This design comes from an exercise in tuning for small area, a short achievable clock period and few clock cycles on the open sky130 flow, not from production work.
In this exercise RTL edits were held to simulation tests only and were not proved equivalent to the original.
Power and IR drop assume default switching activity.

==> inputs of 04-06 <==
==> flow/design.v <==
module block_ram_fill #(
  parameter int    AddrBusSize = 9,
  parameter int    NumElements = 512,
  parameter int    ElementSize = 8,
  parameter int    LaneSize    = 8,
  parameter bit    WriteFirst  = 1'b0
) (
  input  logic                              i_CLK,
  input  logic                              i_RST_n,
  input  logic                              i_write_en,
  input  logic [ElementSize/LaneSize-1:0]   i_write_lanes,
  input  logic [AddrBusSize-1:0]            i_write_addr,
  input  logic [ElementSize-1:0]            i_write_data,
  input  logic                              i_read_en,
  input  logic [AddrBusSize-1:0]            i_read_addr,
  output logic [ElementSize-1:0]            o_read_data,
  output logic                              o_read_valid,
  input  logic                              i_fill_start,
  input  logic [ElementSize-1:0]            i_fill_data,
  output logic                              o_busy,
  output logic                              o_fill_done
);
  localparam int Lanes = ElementSize / LaneSize;
  logic [NumElements-1:0][ElementSize-1:0] mem;
  logic                   busy_q;
  logic                   rd_vld_q;
  logic [ElementSize-1:0] rd_dat_q;
  logic                   fill_go;
  logic                   wr_go;
  logic [ElementSize-1:0] wr_dat;
  assign fill_go = i_RST_n & ~busy_q & i_fill_start;
  assign wr_go   = i_RST_n & ~busy_q & i_write_en & (i_write_addr < AddrBusSize'(NumElements));
  assign wr_dat  = fill_go ? i_fill_data : i_write_data;
  always_ff @(posedge i_CLK) begin
    if (!i_RST_n) begin
      busy_q   <= 1'b0;
      rd_vld_q <= 1'b0;
    end else begin
      busy_q   <= fill_go;
      rd_vld_q <= i_read_en;
    end
  end
  always_ff @(posedge i_CLK) begin
    rd_dat_q <= (i_read_addr < AddrBusSize'(NumElements)) ? mem[i_read_addr[7:0]] : '0;
  end
  for (genvar w = 0; w < NumElements; w++) begin : g_word
    for (genvar k = 0; k < Lanes; k++) begin : g_lane
      always_ff @(posedge i_CLK) begin
        if (fill_go || (wr_go && i_write_lanes[k] && i_write_addr == AddrBusSize'(w)))
          mem[w][k*LaneSize +: LaneSize] <= wr_dat[k*LaneSize +: LaneSize];
      end
    end
  end
  assign o_read_data  = rd_dat_q;
  assign o_read_valid = rd_vld_q;
  assign o_busy       = busy_q;
  assign o_fill_done  = busy_q;
endmodule
module ram_fill_top (
  input  logic        i_CLK,
  input  logic        i_RST_n,
  input  logic        i_write_en,
  input  logic [1:0]  i_write_lanes,
  input  logic [8:0]  i_write_addr,
  input  logic [15:0] i_write_data,
  input  logic        i_read_en,
  input  logic [8:0]  i_read_addr,
  output logic [15:0] o_read_data,
  output logic        o_read_valid,
  input  logic        i_fill_start,
  input  logic [15:0] i_fill_data,
  output logic        o_busy,
  output logic        o_fill_done
);
  block_ram_fill #(
    .AddrBusSize(9),
    .NumElements(256),
    .ElementSize(16),
    .LaneSize(8),
    .WriteFirst(1'b0)
  ) u_ram (
    .i_CLK        (i_CLK),
    .i_RST_n      (i_RST_n),
    .i_write_en   (i_write_en),
    .i_write_lanes(i_write_lanes),
    .i_write_addr (i_write_addr),
    .i_write_data (i_write_data),
    .i_read_en    (i_read_en),
    .i_read_addr  (i_read_addr),
    .o_read_data  (o_read_data),
    .o_read_valid (o_read_valid),
    .i_fill_start (i_fill_start),
    .i_fill_data  (i_fill_data),
    .o_busy       (o_busy),
    .o_fill_done  (o_fill_done)
  );
endmodule
==> flow/flow/run.sh <==
#!/bin/bash
# Standard layout, with CTS run without dummy loads. Each tool's output goes to a log here.
set -euo pipefail
bash standard.sh \
  "CTS_ARGS=-sink_clustering_enable -repair_clock_nets -sink_clustering_size 30 -sink_clustering_max_diameter 80 -dont_use_dummy_load" \
  finish > flow_make.log 2>&1
==> flow/standard.sh <==
#!/bin/bash
# synth_recipe.tcl (not shown) runs the flow's synth.tcl, then flattens the netlist and writes it again
# the make line also repeats each setting of config.mk as NAME=value (left out here)
make -C /OpenROAD-flow-scripts/flow DESIGN_CONFIG=/design/flow/config.mk WORK_HOME=/design/flow/orfs CLKGATE_MAP_FILE= SYNTH_SCRIPT=/design/flow/synth_recipe.tcl "${@:-finish}"
==> flow/config.mk <==
export PLATFORM = sky130hd
export DESIGN_NAME = ram_fill_top
export DESIGN_NICKNAME = ram_fill_top
export VERILOG_FILES = /design/flow/design.v
export SDC_FILE = /design/flow/constraint.sdc
export NUM_CORES = 4
export LEC_CHECK = 0
export CAP_MARGIN = 20
export CORE_MARGIN = 2
export CORE_UTILIZATION = 60
export CTS_CLUSTER_DIAMETER = 80
export CTS_CLUSTER_SIZE = 30
export PLACE_DENSITY = 0.72
export SETUP_SLACK_MARGIN = 2.5
export SLEW_MARGIN = 20
export TNS_END_PERCENT = 20
==> flow/constraint.sdc <==
create_clock -name core_clock -period 5.0 [get_ports {i_CLK}]
set_input_delay 1.0000 -clock core_clock [delete_from_list [all_inputs] [get_ports {i_CLK}]]
set_output_delay 1.0000 -clock core_clock [all_outputs]
set_load 0.01 [all_outputs]
==> 06-25: changes against 04-06 <==
Settings changed: CAP_MARGIN 20 to 10, CORE_UTILIZATION 60 to 55, PLACE_DENSITY 0.72 to 0.68, SLEW_MARGIN 20 to 10, TNS_END_PERCENT 20 to 10.
==> comparison table <==
metric	06-25	04-06
Layout clock buffers	174	171
Layout cells sized above 1	0.295	0.297
Crit path setup slack, layout	2.26 ns	2.20 ns
Run status	timing/DRC/antenna clean	timing/DRC/antenna clean
Register share of the cell area	0.672	0.674
Leakage	60.6 nW	60.5 nW
Global routing usage on met1	0.418	0.455
Global Route met3 Usage	0.0499	0.0666
Post-Route M1 WL	170 mm	160 mm
Share of the core filled with cells in the final layout	0.626	0.683
Postcts setup bufs	43	118
Inserted Diodes	18	13
Wire length of the first global-routing pass	623 mm	619 mm
Post-CTS Resized	507	678
Area added between synthesis and finish	13.5%	13.2%
Weighted congestion reported at the end of routability-driven placement	0.878	0.892
End of the critical path	u_ram.rd_dat_q[12]$_SDFF_PP0_	u_ram.rd_dat_q[10]$_SDFF_PP0_
Core area	293000 um^2	268000 um^2
Starting Density	0.551	0.603
Testbench counts of 04-06, summed over its fixed seeds: cycles 16,136.
Testbench counts of 06-25, summed over its fixed seeds: cycles 16,136.

==> afterwards: timing with drivers on the ports <==
The results above use ideal ports. As a check the final layouts listed here were re-extracted and re-timed, cells and wires unchanged.
Step 1 assumes that a clkbuf_16 drives the clock port and a buf_2 every other input.
Step 2 times the ports against the registers' clock, not the clock port: input delays grow and output delays shrink by t, the midpoint of the rising clock arrivals with the driver on.
Three values: ideal ports, drivers, drivers and shift; two values: the first two.
run | t (ns) | setup slack, ns | worst slew at a driven data input, ns
04-06 | 0.976 | 2.196 / 1.853 / 0.877 | 0.52
06-25 | 0.975 | 2.258 / 1.688 / 0.713 | 0.84
After both steps every run listed still meets setup and hold. For 06-25, which loses most, drivers alone change the setup slack by -0.570 ns; drivers and shift together by -1.545 ns.
